Source: an optimization exercise on an open RTL-to-GDS flow (aim: a short achievable clock period and few clock cycles). Production flows keep margins and buffers that such runs may drop.
Only simulation tests tie the RTL to the original design; equivalence was not proved.
The clock port is modelled as an ideal driver; clocking choices that lean on that would not hold on a real chip.
Power figures rest on the tool's default switching activity, not on a simulated workload.

==> flow/design.v (excerpt) <==
module lc3b_cache (
	input wire logic clk,
	input wire logic rst_n,
	input wire logic mem_read,
	input wire logic mem_write,
	input logic [16-1:0] mem_address,
	input logic [16-1:0] mem_wdata,
	input logic [1:0] mem_byte_enable,
	output logic [16-1:0] mem_rdata,
	output logic mem_resp,
	output logic pmem_read,
	output logic pmem_write,
	output logic [9+3-1:0] pmem_address,
	output logic [128-1:0] pmem_wdata,
	input logic [128-1:0] pmem_rdata,
	input wire logic pmem_resp
	);
localparam int SETS = 8;
localparam int TB = 9;
localparam int IB = 3;
localparam int LB = 128;
localparam int WB = 16;
logic [LB-1:0] data_array [SETS];
logic [TB-1:0] tag_array [SETS];
logic [SETS-1:0] valid;
logic [SETS-1:0] dirty;
logic resp_q;
logic resp_int;  
logic [WB-1:0] rdata_q;
logic pread_q;
logic pwrite_q;
logic [TB+IB-1:0] paddr_q;
logic [LB-1:0] pwdata_q;
assign mem_resp = resp_q;
assign mem_rdata = rdata_q;
assign pmem_read = pread_q;
assign pmem_write = pwrite_q;
assign pmem_address = paddr_q;
assign pmem_wdata = pwdata_q;
logic e_wb;
logic e_fill;
logic [IB-1:0] f_idx;
logic [TB-1:0] f_tag;
logic [15:0] mask;
logic st_q;
logic st_wr;
logic wc_q;
logic wc_pend_q;
logic [IB-1:0] wc_idx;
logic [2:0] wc_word;
logic [WB-1:0] wc_data;
logic [1:0] wc_be;
logic [TB-1:0] req_tag;
logic [IB-1:0] index;
logic [2:0] word;
logic req;
assign req_tag = mem_address[15:7];
assign index = mem_address[6:4];
assign word = mem_address[3:1];
assign req = mem_read | mem_write;
logic [SETS-1:0] idx_oh;
logic [7:0] word_oh;
dec3_oh u_idx_dec (.a(index), .oh(idx_oh));
  ...
Size in the first run: about 5000 cells after synthesis, about 1300 flip-flops, roughly 330 I/O pins.
Settings: LEC_CHECK=0, CAP_MARGIN=20, CORE_MARGIN=2, CORE_UTILIZATION=55, SETUP_SLACK_MARGIN=4.4, SLEW_MARGIN=80, SYNTH_HIERARCHICAL=1; clock period 7.0 ns.
standard.sh (not shown) runs the stock make flow with config.mk's settings and CLKGATE_MAP_FILE= SYNTH_SCRIPT=/design/flow/synth_recipe.tcl, a recipe that flattens the netlist after the stock synthesis.
==> flow/flow/run.sh <==
#!/bin/bash
# Own layout flow: the standard ORFS flow (the standard.sh, with its
# synthesis unchanged), with
# - the port buffers made as buf_8 cells instead of the small delay buffers
#   buffer_ports picks by default,
# - the resizer free to change a cell's footprint,
# - a fanout limit set before each repair step (flow/max_fanout.tcl).
# Each step's full log is kept by ORFS under orfs/logs/; make's own output
# goes to make_finish.log here.
set -euo pipefail
W=$(pwd)
MF="$W/flow/max_fanout.tcl"
bash "$W/standard.sh" \
	MATCH_CELL_FOOTPRINT=0 \
	"BUFFER_PORTS_ARGS=-buffer_cell sky130_fd_sc_hd__buf_8" \
	PRE_RESIZE_TCL="$MF" \
	PRE_CTS_TCL="$MF" \
	PRE_GLOBAL_ROUTE_TCL="$MF" \
	finish > "$W/make_finish.log" 2>&1
==> flow/flow/max_fanout.tcl <==
# Limit the fanout the resizer leaves on any net, so that high-fanout nets
# (the address bits and their decoded selects) get balanced buffer trees
# instead of chains of slew-repair buffers.
set_max_fanout 16 [current_design]
The baseline passed the timing, design-rule and antenna checks.
Testbench counts at the start, summed over its fixed seeds: cycles 70,052.
Rerun with:
--- a/flow/config.mk
+++ b/flow/config.mk
@@ -8,6 +8,6 @@
 export CAP_MARGIN = 20
 export CORE_MARGIN = 2
-export CORE_UTILIZATION = 55
-export SETUP_SLACK_MARGIN = 4.4
+export CORE_UTILIZATION = 60
+export SETUP_SLACK_MARGIN = 4.25
 export SLEW_MARGIN = 80
 export SYNTH_HIERARCHICAL = 1
What happened: Core utilization rose by 4.3 points. Area after synthesis does not change. Cell count decreases by 3.2%. Design area is lower by 2.5%. Worst setup slack got worse by 0.15 ns.
Rerun with:
--- a/flow/config.mk
+++ b/flow/config.mk
@@ -9,5 +9,5 @@
 export CORE_MARGIN = 2
 export CORE_UTILIZATION = 60
-export SETUP_SLACK_MARGIN = 4.25
+export SETUP_SLACK_MARGIN = 4.4
 export SLEW_MARGIN = 80
 export SYNTH_HIERARCHICAL = 1
The changed run went through all stages and came out clean.
Area after synthesis stays the same.
Design area came out higher by 1.8%.
Die area stays the same.
Core utilization came out higher by 1.4 points.
Non-clock buffer count came out higher by 96.
Global-route usage came out higher by 0.24 points.
Maximum frequency came out higher by 4.7%.
Combinational power came out higher by about 4%.
Power came out lower by 0.52%.
Count of clock-buffer cells in the layout came out higher by 3.
First-iteration DRC count came out higher by 12%.

==> port drivers added, routing unchanged <==
How much do the figures lean on ideal ports? The routed layouts below were timed once more, with nothing changed but the port constraints.
Step 1 (the two cells are an assumption about what drives the block):
set clk [get_ports {clk}]
set_driving_cell -lib_cell sky130_fd_sc_hd__clkbuf_16 $clk
set_driving_cell -lib_cell sky130_fd_sc_hd__buf_2 [delete_from_list [all_inputs] $clk]
Step 2 moves the port delays by t, midway between the first and last clock arrival at a register: inputs arrive t later, outputs are due t later. That takes back most of the time a late clock gives input paths.
Slacks: ideal ports / drivers / drivers and shift; pairs: ideal ports / drivers.
run	t, ns	setup slack, ns	hold WS [ns]	worst setup path at the end	latest minus earliest clock arrival (ns)
the first run	0.883	4.230 / 4.156 / 3.367	0.505 / 0.505 / 0.505	input to register	0.029 / 0.029
the second run	0.895	4.078 / 4.122 / 3.227	0.473 / 0.473 / 0.473	input to register	0.035 / 0.036
the third run	0.885	4.208 / 4.171 / 3.357	0.520 / 0.520 / 0.520	input to register	0.041 / 0.041
After both steps setup and hold are still met in every run listed. The setup slack of the first run, which loses most, moves by -0.074 ns with the drivers and by -0.863 ns with both steps.
